This design comes from an exercise in tuning for small area on the open sky130 flow, not from production work. The RTL was checked by simulation tests, not by an equivalence proof against the original design. Power figures rest on the tool's default switching activity, not on a simulated workload.

==> inputs of run a <==
==> flow/design.v <==
module regfile_sb #(
  parameter int unsigned XLEN     = 32,
  parameter int unsigned NREG     = 32,
  parameter int unsigned SP_IDX   = 2,
  parameter logic [31:0] SP_RESET = 32'h7FFFEFFC,
  parameter bit          BYPASS   = 1'b1,
  localparam int unsigned AW      = $clog2(NREG),
  localparam int unsigned CW      = AW + 1
) (
  input  logic            clk,
  input  logic            rst,
  input  logic [AW-1:0]   A1,
  input  logic [AW-1:0]   A2,
  output logic [XLEN-1:0] RD1,
  output logic [XLEN-1:0] RD2,
  input  logic            WE,
  input  logic [AW-1:0]   A3,
  input  logic [XLEN-1:0] WD3,
  input  logic            ISS_V,
  input  logic [AW-1:0]   ISS_RD,
  output logic            BUSY1,
  output logic            BUSY2,
  output logic            HAZARD,
  output logic [CW-1:0]   PEND_CNT
);
  localparam logic [XLEN-1:0] SP_RST = XLEN'(SP_RESET);
  logic [XLEN-1:0] mem [NREG];
  logic [NREG-1:0] busy;
  logic [NREG-1:0] busy_nxt;
  logic [CW-1:0]   pend_nxt;
  logic            wr_v;
  logic            set_v;
  logic            set_new;
  logic            clr_real;
  logic            fwd1;
  logic            fwd2;
  logic            fwd_i;
  assign wr_v  = WE && (A3 != '0);
  assign set_v = ISS_V && (ISS_RD != '0);
  always_ff @(posedge clk or negedge rst) begin
    if (!rst) begin
      for (int unsigned i = 0; i < NREG; i++) begin
        mem[i] <= (i == SP_IDX) ? SP_RST : '0;
      end
    end else if (wr_v) begin
      mem[A3] <= WD3;
    end
  end
  always_comb begin
    busy_nxt = busy;
    set_new  = set_v && !busy[ISS_RD];
    clr_real = wr_v && busy[A3] && !(set_v && (ISS_RD == A3));
    if (wr_v) begin
      busy_nxt[A3] = 1'b0;
    end
    if (set_v) begin
      busy_nxt[ISS_RD] = 1'b1;
    end
    busy_nxt[0] = 1'b0;
    pend_nxt = PEND_CNT + CW'(set_new) - CW'(clr_real);
  end
  always_ff @(posedge clk or negedge rst) begin
    if (!rst) begin
      busy     <= '0;
      PEND_CNT <= '0;
    end else begin
      busy     <= busy_nxt;
      PEND_CNT <= pend_nxt;
    end
  end
  always_comb begin
    fwd1  = BYPASS && wr_v && (A3 == A1);
    fwd2  = BYPASS && wr_v && (A3 == A2);
    fwd_i = BYPASS && wr_v && (A3 == ISS_RD);
  end
  always_comb begin
    RD1 = '0;
    RD2 = '0;
    if (A1 != '0) begin
      RD1 = fwd1 ? WD3 : mem[A1];
    end
    if (A2 != '0) begin
      RD2 = fwd2 ? WD3 : mem[A2];
    end
  end
  always_comb begin
    BUSY1  = busy[A1] && !fwd1;
    BUSY2  = busy[A2] && !fwd2;
    HAZARD = BUSY1 || BUSY2 || (ISS_V && busy[ISS_RD] && !fwd_i);
  end
endmodule
==> flow/run.sh <==
#!/bin/bash
# synth_recipe.tcl (not shown) runs the flow's synth.tcl, then flattens the netlist and writes it again
# the make line also repeats each setting of config.mk as NAME=value (left out here)
make -C /OpenROAD-flow-scripts/flow DESIGN_CONFIG=/design/flow/config.mk WORK_HOME=/design/flow/orfs CLKGATE_MAP_FILE= SYNTH_SCRIPT=/design/flow/synth_recipe.tcl finish
==> flow/config.mk <==
export PLATFORM = sky130hd
export DESIGN_NAME = regfile_sb
export DESIGN_NICKNAME = regfile_sb
export VERILOG_FILES = /design/flow/design.v
export SDC_FILE = /design/flow/constraint.sdc
export NUM_CORES = 4
export LEC_CHECK = 0
export CAP_MARGIN = 20
export CORE_MARGIN = 2
export CORE_UTILIZATION = 40
export SLEW_MARGIN = 20
==> flow/constraint.sdc <==
create_clock -name core_clock -period 10.0 [get_ports {clk}]
set_input_delay 2.0000 -clock core_clock [delete_from_list [all_inputs] [get_ports {clk}]]
set_output_delay 2.0000 -clock core_clock [all_outputs]
set_load 0.01 [all_outputs]
==> run b: changes against run a <==
==> flow/design.v, changed modules only <==
module regfile_sb #(
  parameter int unsigned XLEN     = 32,
  parameter int unsigned NREG     = 32,
  parameter int unsigned SP_IDX   = 2,
  parameter logic [31:0] SP_RESET = 32'h7FFFEFFC,
  parameter bit          BYPASS   = 1'b1,
  localparam int unsigned AW      = $clog2(NREG),
  localparam int unsigned CW      = AW + 1
) (
  input  logic            clk,
  input  logic            rst,
  input  logic [AW-1:0]   A1,
  input  logic [AW-1:0]   A2,
  output logic [XLEN-1:0] RD1,
  output logic [XLEN-1:0] RD2,
  input  logic            WE,
  input  logic [AW-1:0]   A3,
  input  logic [XLEN-1:0] WD3,
  input  logic            ISS_V,
  input  logic [AW-1:0]   ISS_RD,
  output logic            BUSY1,
  output logic            BUSY2,
  output logic            HAZARD,
  output logic [CW-1:0]   PEND_CNT
);
  localparam logic [XLEN-1:0] SP_RST = XLEN'(SP_RESET);
  logic [XLEN-1:0] mem [NREG];
  logic [NREG-1:0] wsel;      
  logic [NREG-1:0] vld;       
  logic [NREG-1:0] busy;
  logic [NREG-1:0] busy_nxt;
  logic [CW-1:0]   pend_nxt;
  logic            wr_v;
  logic            set_v;
  logic            set_new;
  logic            clr_real;
  logic            fwd1;
  logic            fwd2;
  assign wr_v  = WE && (A3 != '0);
  assign set_v = ISS_V && (ISS_RD != '0);
  always_comb begin
    for (int unsigned i = 0; i < NREG; i++) begin
      wsel[i] = wr_v && (A3 == AW'(i));
    end
  end
  logic [NREG-1:0] wsel_n;
  assign wsel_n = ~wsel;
  assign mem[0] = '0;
  assign vld[0] = 1'b0;
  for (genvar i = 1; i < NREG; i++) begin : g_reg
    logic [XLEN-1:0] mem_d;
    for (genvar b = 0; b < XLEN; b++) begin : g_bit
      rf_hold u_hold (.q(mem[i][b]), .w(WD3[b]), .e(wsel[i]), .ne(wsel_n[i]), .d(mem_d[b]));
    end
    always_ff @(posedge clk) begin
      mem[i] <= mem_d;
    end
    always_ff @(posedge clk or negedge rst) begin
      if (!rst) begin
        vld[i] <= 1'b0;
      end else if (wsel[i]) begin
        vld[i] <= 1'b1;
      end
    end
  end
  logic [NREG-1:0] busy_w;
  logic [NREG-1:0] set_sel;
  logic            bw1, bw2, bwi, b3;
  always_comb begin
    for (int unsigned i = 0; i < NREG; i++) begin
      set_sel[i] = set_v && (ISS_RD == AW'(i));
    end
    busy_w   = busy & ~wsel;
    busy_nxt    = busy_w | set_sel;
    busy_nxt[0] = 1'b0;
    bw1      = busy_w[A1];
    bw2      = busy_w[A2];
    bwi      = busy_w[ISS_RD];
    b3       = busy[A3];
    set_new  = set_v && !bwi;
    clr_real = wr_v && b3;
    pend_nxt = PEND_CNT + CW'(set_new) - CW'(clr_real);
  end
  always_ff @(posedge clk or negedge rst) begin
    if (!rst) begin
      busy     <= '0;
      PEND_CNT <= '0;
    end else begin
      busy     <= busy_nxt;
      PEND_CNT <= pend_nxt;
    end
  end
  always_comb begin
    fwd1 = BYPASS && wr_v && (A3 == A1);
    fwd2 = BYPASS && wr_v && (A3 == A2);
  end
  logic [NREG-1:0] rs1, rs2, vld_w;
  logic            sp1, sp2, sp_w;
  always_comb begin
    vld_w = vld & ~wsel;
    sp_w  = !vld[SP_IDX] && !wsel[SP_IDX];
    for (int unsigned i = 0; i < NREG; i++) begin
      rs1[i] = (A1 == AW'(i)) && vld_w[i];
      rs2[i] = (A2 == AW'(i)) && vld_w[i];
    end
    sp1 = (A1 == AW'(SP_IDX)) && sp_w;
    sp2 = (A2 == AW'(SP_IDX)) && sp_w;
  end
  for (genvar b = 0; b < XLEN; b++) begin : g_rd
    logic [NREG-1:0] col;
    for (genvar i = 1; i < NREG; i++) begin : g_col
      assign col[i] = mem[i][b];
    end
    assign col[0] = WD3[b];
    if (SP_RST[b]) begin : g_sp
      rf_orsel #(.N(NREG), .HAS_C(1)) u_rd1 (.d(col), .s({rs1[NREG-1:1], fwd1}), .c(sp1), .y(RD1[b]));
      rf_orsel #(.N(NREG), .HAS_C(1)) u_rd2 (.d(col), .s({rs2[NREG-1:1], fwd2}), .c(sp2), .y(RD2[b]));
    end else begin : g_nsp
      rf_orsel #(.N(NREG), .HAS_C(0)) u_rd1 (.d(col), .s({rs1[NREG-1:1], fwd1}), .c(1'b0), .y(RD1[b]));
      rf_orsel #(.N(NREG), .HAS_C(0)) u_rd2 (.d(col), .s({rs2[NREG-1:1], fwd2}), .c(1'b0), .y(RD2[b]));
    end
  end
  always_comb begin
    BUSY1  = bw1;
    BUSY2  = bw2;
    HAZARD = bw1 || bw2 || (ISS_V && bwi);
  end
endmodule
module rf_orsel #(
  parameter int unsigned N = 32,
  parameter bit          HAS_C = 1'b0,
  localparam int unsigned NG = (N + 2) / 3,
  localparam int unsigned NH = (NG + 3) / 4
) (
  input  logic [N-1:0] d,
  input  logic [N-1:0] s,
  input  logic         c,
  output logic         y
);
  logic [NG-1:0] g;
  logic [NH-1:0] h;
  localparam int unsigned NF = N / 3;            
  localparam bit bool_tail = (N % 3 == 2);
  for (genvar k = 0; k < NF; k++) begin : g_aoi
    rf_aoi222 u (.a(d[3*k +: 3]), .b(s[3*k +: 3]), .y(g[k]));
  end
  for (genvar k = 0; k < NH; k++) begin : g_nand
    if (4*k + 4 <= NF) begin : g4
      rf_nand4 u (.a(g[4*k +: 4]), .y(h[k]));
    end else if (4*k + 3 == NF && !bool_tail) begin : g3
      rf_nand3 u (.a(g[4*k +: 3]), .y(h[k]));
    end else if (4*k + 2 == NF && bool_tail) begin : g2t
      rf_tail u (.g(g[4*k +: 2]), .a(d[N-2 +: 2]), .b(s[N-2 +: 2]), .y(h[k]));
    end
  end
  assign y = (|h) | (HAS_C && c);
endmodule
module rf_aoi222 (
  input  logic [2:0] a,
  input  logic [2:0] b,
  output logic       y
);
  assign y = !((a[0] && b[0]) || (a[1] && b[1]) || (a[2] && b[2]));
endmodule
module rf_hold (
  input  logic q,
  input  logic w,
  input  logic e,
  input  logic ne,
  output logic d
);
  assign d = (q && ne) || (w && e);
endmodule
module rf_tail (
  input  logic [1:0] g,
  input  logic [1:0] a,
  input  logic [1:0] b,
  output logic       y
);
  assign y = !(g[0] && g[1] && !((a[0] && b[0]) || (a[1] && b[1])));
endmodule
module rf_nand4 (
  input  logic [3:0] a,
  output logic       y
);
  assign y = !(&a);
endmodule
module rf_nand3 (
  input  logic [2:0] a,
  output logic       y
);
  assign y = !(&a);
endmodule
==> flow/flow/run.sh (new file) <==
#!/bin/bash
# Own layout flow: the standard ORFS flow (standard.sh) with a few extra
# ORFS settings from flow/extra.mk (port buffer cell, clock tree options).
# Each tool's output goes to the ORFS logs under orfs/logs; make's own output
# goes to flow_make.log in the work folder.
set -euo pipefail
W=$PWD
cp config.mk own_config.mk
cat flow/extra.mk >> own_config.mk
sed "s#DESIGN_CONFIG=[^ ]*#DESIGN_CONFIG=$W/own_config.mk#" standard.sh > own_standard.sh
grep -q "DESIGN_CONFIG=$W/own_config.mk" own_standard.sh
bash own_standard.sh > flow_make.log 2>&1
==> flow/flow/extra.mk (new file) <==
export BUFFER_PORTS_ARGS = -buffer_cell sky130_fd_sc_hd__buf_1
export CTS_ARGS = -sink_clustering_enable -repair_clock_nets -dont_use_dummy_load -buf_list {sky130_fd_sc_hd__clkbuf_4} -root_buf sky130_fd_sc_hd__clkbuf_16 -sink_clustering_size 10 -sink_clustering_max_diameter 50
==> flow/standard.sh (new file) <==
#!/bin/bash
# synth_recipe.tcl (not shown) runs the flow's synth.tcl, then flattens the netlist and writes it again
# the make line also repeats each setting of config.mk as NAME=value (left out here)
make -C /OpenROAD-flow-scripts/flow DESIGN_CONFIG=/design/flow/config.mk WORK_HOME=/design/flow/orfs CLKGATE_MAP_FILE= SYNTH_SCRIPT=/design/flow/synth_recipe.tcl "${@:-finish}"
--- a/flow/config.mk
+++ b/flow/config.mk
@@ -11 +11,3 @@
 export SLEW_MARGIN = 20
+export SYNTH_HIERARCHICAL = 1
+export SYNTH_MINIMUM_KEEP_SIZE = 0
removed: flow/run.sh
==> run c: changes against run a <==
==> flow/design.v, changed modules only <==
module regfile_sb #(
  parameter int unsigned XLEN     = 32,
  parameter int unsigned NREG     = 32,
  parameter int unsigned SP_IDX   = 2,
  parameter logic [31:0] SP_RESET = 32'h7FFFEFFC,
  parameter bit          BYPASS   = 1'b1,
  localparam int unsigned AW      = $clog2(NREG),
  localparam int unsigned CW      = AW + 1
) (
  input  logic            clk,
  input  logic            rst,
  input  logic [AW-1:0]   A1,
  input  logic [AW-1:0]   A2,
  output logic [XLEN-1:0] RD1,
  output logic [XLEN-1:0] RD2,
  input  logic            WE,
  input  logic [AW-1:0]   A3,
  input  logic [XLEN-1:0] WD3,
  input  logic            ISS_V,
  input  logic [AW-1:0]   ISS_RD,
  output logic            BUSY1,
  output logic            BUSY2,
  output logic            HAZARD,
  output logic [CW-1:0]   PEND_CNT
);
  localparam logic [XLEN-1:0] SP_RST = XLEN'(SP_RESET);
  logic [XLEN-1:0] mem [NREG];
  logic [NREG-1:0] wsel;      
  logic [NREG-1:0] vld;       
  logic [NREG-1:0] busy;
  logic [NREG-1:0] busy_nxt;
  logic [CW-1:0]   pend_nxt;
  logic            wr_v;
  logic            set_v;
  logic            set_new;
  logic            clr_real;
  logic            fwd1;
  logic            fwd2;
  logic            fwd_i;
  assign wr_v  = WE && (A3 != '0);
  assign set_v = ISS_V && (ISS_RD != '0);
  always_comb begin
    for (int unsigned i = 0; i < NREG; i++) begin
      wsel[i] = wr_v && (A3 == AW'(i));
    end
  end
  logic [NREG-1:0] wsel_n;
  assign wsel_n = ~wsel;
  assign mem[0] = '0;
  assign vld[0] = 1'b0;
  for (genvar i = 1; i < NREG; i++) begin : g_reg
    logic [XLEN-1:0] mem_d;
    for (genvar b = 0; b < XLEN; b++) begin : g_bit
      rf_hold u_hold (.q(mem[i][b]), .w(WD3[b]), .e(wsel[i]), .ne(wsel_n[i]), .d(mem_d[b]));
    end
    always_ff @(posedge clk) begin
      mem[i] <= mem_d;
    end
    always_ff @(posedge clk or negedge rst) begin
      if (!rst) begin
        vld[i] <= 1'b0;
      end else if (wsel[i]) begin
        vld[i] <= 1'b1;
      end
    end
  end
  always_comb begin
    busy_nxt = busy;
    set_new  = set_v && !busy[ISS_RD];
    clr_real = wr_v && busy[A3] && !(set_v && (ISS_RD == A3));
    if (wr_v) begin
      busy_nxt[A3] = 1'b0;
    end
    if (set_v) begin
      busy_nxt[ISS_RD] = 1'b1;
    end
    busy_nxt[0] = 1'b0;
    pend_nxt = PEND_CNT + CW'(set_new) - CW'(clr_real);
  end
  always_ff @(posedge clk or negedge rst) begin
    if (!rst) begin
      busy     <= '0;
      PEND_CNT <= '0;
    end else begin
      busy     <= busy_nxt;
      PEND_CNT <= pend_nxt;
    end
  end
  always_comb begin
    fwd1  = BYPASS && wr_v && (A3 == A1);
    fwd2  = BYPASS && wr_v && (A3 == A2);
    fwd_i = BYPASS && wr_v && (A3 == ISS_RD);
  end
  logic [NREG-1:0] rs1, rs2;
  logic            sp1, sp2;
  always_comb begin
    for (int unsigned i = 0; i < NREG; i++) begin
      rs1[i] = (A1 == AW'(i)) && vld[i] && !fwd1;
      rs2[i] = (A2 == AW'(i)) && vld[i] && !fwd2;
    end
    sp1 = (A1 == AW'(SP_IDX)) && !vld[SP_IDX] && !fwd1;
    sp2 = (A2 == AW'(SP_IDX)) && !vld[SP_IDX] && !fwd2;
  end
  for (genvar b = 0; b < XLEN; b++) begin : g_rd
    logic [NREG-1:0] col;
    for (genvar i = 1; i < NREG; i++) begin : g_col
      assign col[i] = mem[i][b];
    end
    assign col[0] = WD3[b];
    if (SP_RST[b]) begin : g_sp
      rf_orsel #(.N(NREG), .HAS_C(1)) u_rd1 (.d(col), .s({rs1[NREG-1:1], fwd1}), .c(sp1), .y(RD1[b]));
      rf_orsel #(.N(NREG), .HAS_C(1)) u_rd2 (.d(col), .s({rs2[NREG-1:1], fwd2}), .c(sp2), .y(RD2[b]));
    end else begin : g_nsp
      rf_orsel #(.N(NREG), .HAS_C(0)) u_rd1 (.d(col), .s({rs1[NREG-1:1], fwd1}), .c(1'b0), .y(RD1[b]));
      rf_orsel #(.N(NREG), .HAS_C(0)) u_rd2 (.d(col), .s({rs2[NREG-1:1], fwd2}), .c(1'b0), .y(RD2[b]));
    end
  end
  always_comb begin
    BUSY1  = busy[A1] && !fwd1;
    BUSY2  = busy[A2] && !fwd2;
    HAZARD = BUSY1 || BUSY2 || (ISS_V && busy[ISS_RD] && !fwd_i);
  end
endmodule
module rf_orsel #(
  parameter int unsigned N = 32,
  parameter bit          HAS_C = 1'b0,
  localparam int unsigned NG = (N + 2) / 3,
  localparam int unsigned NH = (NG + 3) / 4
) (
  input  logic [N-1:0] d,
  input  logic [N-1:0] s,
  input  logic         c,
  output logic         y
);
  logic [NG-1:0] g;
  logic [NH-1:0] h;
  localparam int unsigned NF = N / 3;            
  localparam bit bool_tail = (N % 3 == 2);
  for (genvar k = 0; k < NF; k++) begin : g_aoi
    rf_aoi222 u (.a(d[3*k +: 3]), .b(s[3*k +: 3]), .y(g[k]));
  end
  for (genvar k = 0; k < NH; k++) begin : g_nand
    if (4*k + 4 <= NF) begin : g4
      rf_nand4 u (.a(g[4*k +: 4]), .y(h[k]));
    end else if (4*k + 3 == NF && !bool_tail) begin : g3
      rf_nand3 u (.a(g[4*k +: 3]), .y(h[k]));
    end else if (4*k + 2 == NF && bool_tail) begin : g2t
      rf_tail u (.g(g[4*k +: 2]), .a(d[N-2 +: 2]), .b(s[N-2 +: 2]), .y(h[k]));
    end
  end
  assign y = (|h) | (HAS_C && c);
endmodule
module rf_aoi222 (
  input  logic [2:0] a,
  input  logic [2:0] b,
  output logic       y
);
  assign y = !((a[0] && b[0]) || (a[1] && b[1]) || (a[2] && b[2]));
endmodule
module rf_hold (
  input  logic q,
  input  logic w,
  input  logic e,
  input  logic ne,
  output logic d
);
  assign d = (q && ne) || (w && e);
endmodule
module rf_tail (
  input  logic [1:0] g,
  input  logic [1:0] a,
  input  logic [1:0] b,
  output logic       y
);
  assign y = !(g[0] && g[1] && !((a[0] && b[0]) || (a[1] && b[1])));
endmodule
module rf_nand4 (
  input  logic [3:0] a,
  output logic       y
);
  assign y = !(&a);
endmodule
module rf_nand3 (
  input  logic [2:0] a,
  output logic       y
);
  assign y = !(&a);
endmodule
--- a/flow/config.mk
+++ b/flow/config.mk
@@ -11 +11,3 @@
 export SLEW_MARGIN = 20
+export SYNTH_HIERARCHICAL = 1
+export SYNTH_MINIMUM_KEEP_SIZE = 0
==> summary of the runs <==
Design area, highest first: run a, run c, run b.
The highest sequential share of layout area belongs to run b, the lowest to run a.
Against run c, the clock power of run a is larger by about 3%.
The highest sequential power belongs to run a, the lowest to run b.
Against run c, the synthesized cell count of run b is larger by about 1.5%.
The highest via count belongs to run a, the lowest to run b.
Power, lowest first: run b, run c, run a.
==> figures <==
|  | run b | run a | run c |
|---|---|---|---|
| Run status | finished clean | finished clean | finished clean |
| Sw Ratio | 0.308 | 0.303 | 0.278 |
| Wl on met1 | 73.9 mm | 96.0 mm | 76.2 mm |
| Full die area | 0.108 mm2 | 0.137 mm2 | 0.108 mm2 |
| VDD IR-drop max | 0.143 mV | 0.135 mV | 0.173 mV |
| Largest net degree at the start of global routing | 69 | 176 | 69 |
| DP HPWL | 112 mm | 153 mm | 116 mm |
| Proportion of cell area spent on the clock network | 0.0216 | 0.0614 | 0.0732 |
| Global-route total usage across every layer | 0.353 | 0.385 | 0.365 |
| Multi-input logic area | 0.0206 mm2 | 0.0263 mm2 | 0.0204 mm2 |
| Detailed route wirelength on metal2 | 84.4 mm | 105 mm | 81.7 mm |
| Width of the chip | 328 um | 370 um | 329 um |
| Multi-Input Combinational | 2,405 | 3,063 | 2,365 |
| Worst-case headroom to the max-slew limit | 0.301 | 0.101 | 0.0883 |
| Final cycle utilization of the critical path | 0.828 | 0.889 | 0.937 |

-- static timing again, ports no longer ideal --
How much do the figures lean on ideal ports? The routed layouts below were timed once more, with nothing changed but the port constraints. Step 1, drivers: a clkbuf_16 drives clk and a buf_2 each remaining input, both assumed. Step 2 adds t to the input delays and takes it off the output delays; t is the mean of the earliest and latest rising clock arrival at the registers after step 1. Input paths then give back, and output paths get back, about the clock's delay inside the block. Three values: no drivers, after step 1, after step 2; two values: the first two.
run | shift t [ns] | slack for setup (ns) | hold WS [ns] | worst setup path after step 2 | worst slew at a driven data input, ns
run a | 0.825 | 1.115 / 1.077 / 1.077 | 0.519 / 0.519 / 0.519 | input to output | 0.15
run b | 0.788 | 1.725 / 1.703 / 1.703 | 0.474 / 0.474 / 0.474 | input to output | 0.13
run c | 0.774 | 0.634 / 0.604 / 0.604 | 0.473 / 0.473 / 0.473 | input to output | 0.10
After both steps every run listed still meets setup and hold. The setup slack of run a, which loses most, moves by -0.038 ns with the drivers and by -0.038 ns with both steps.
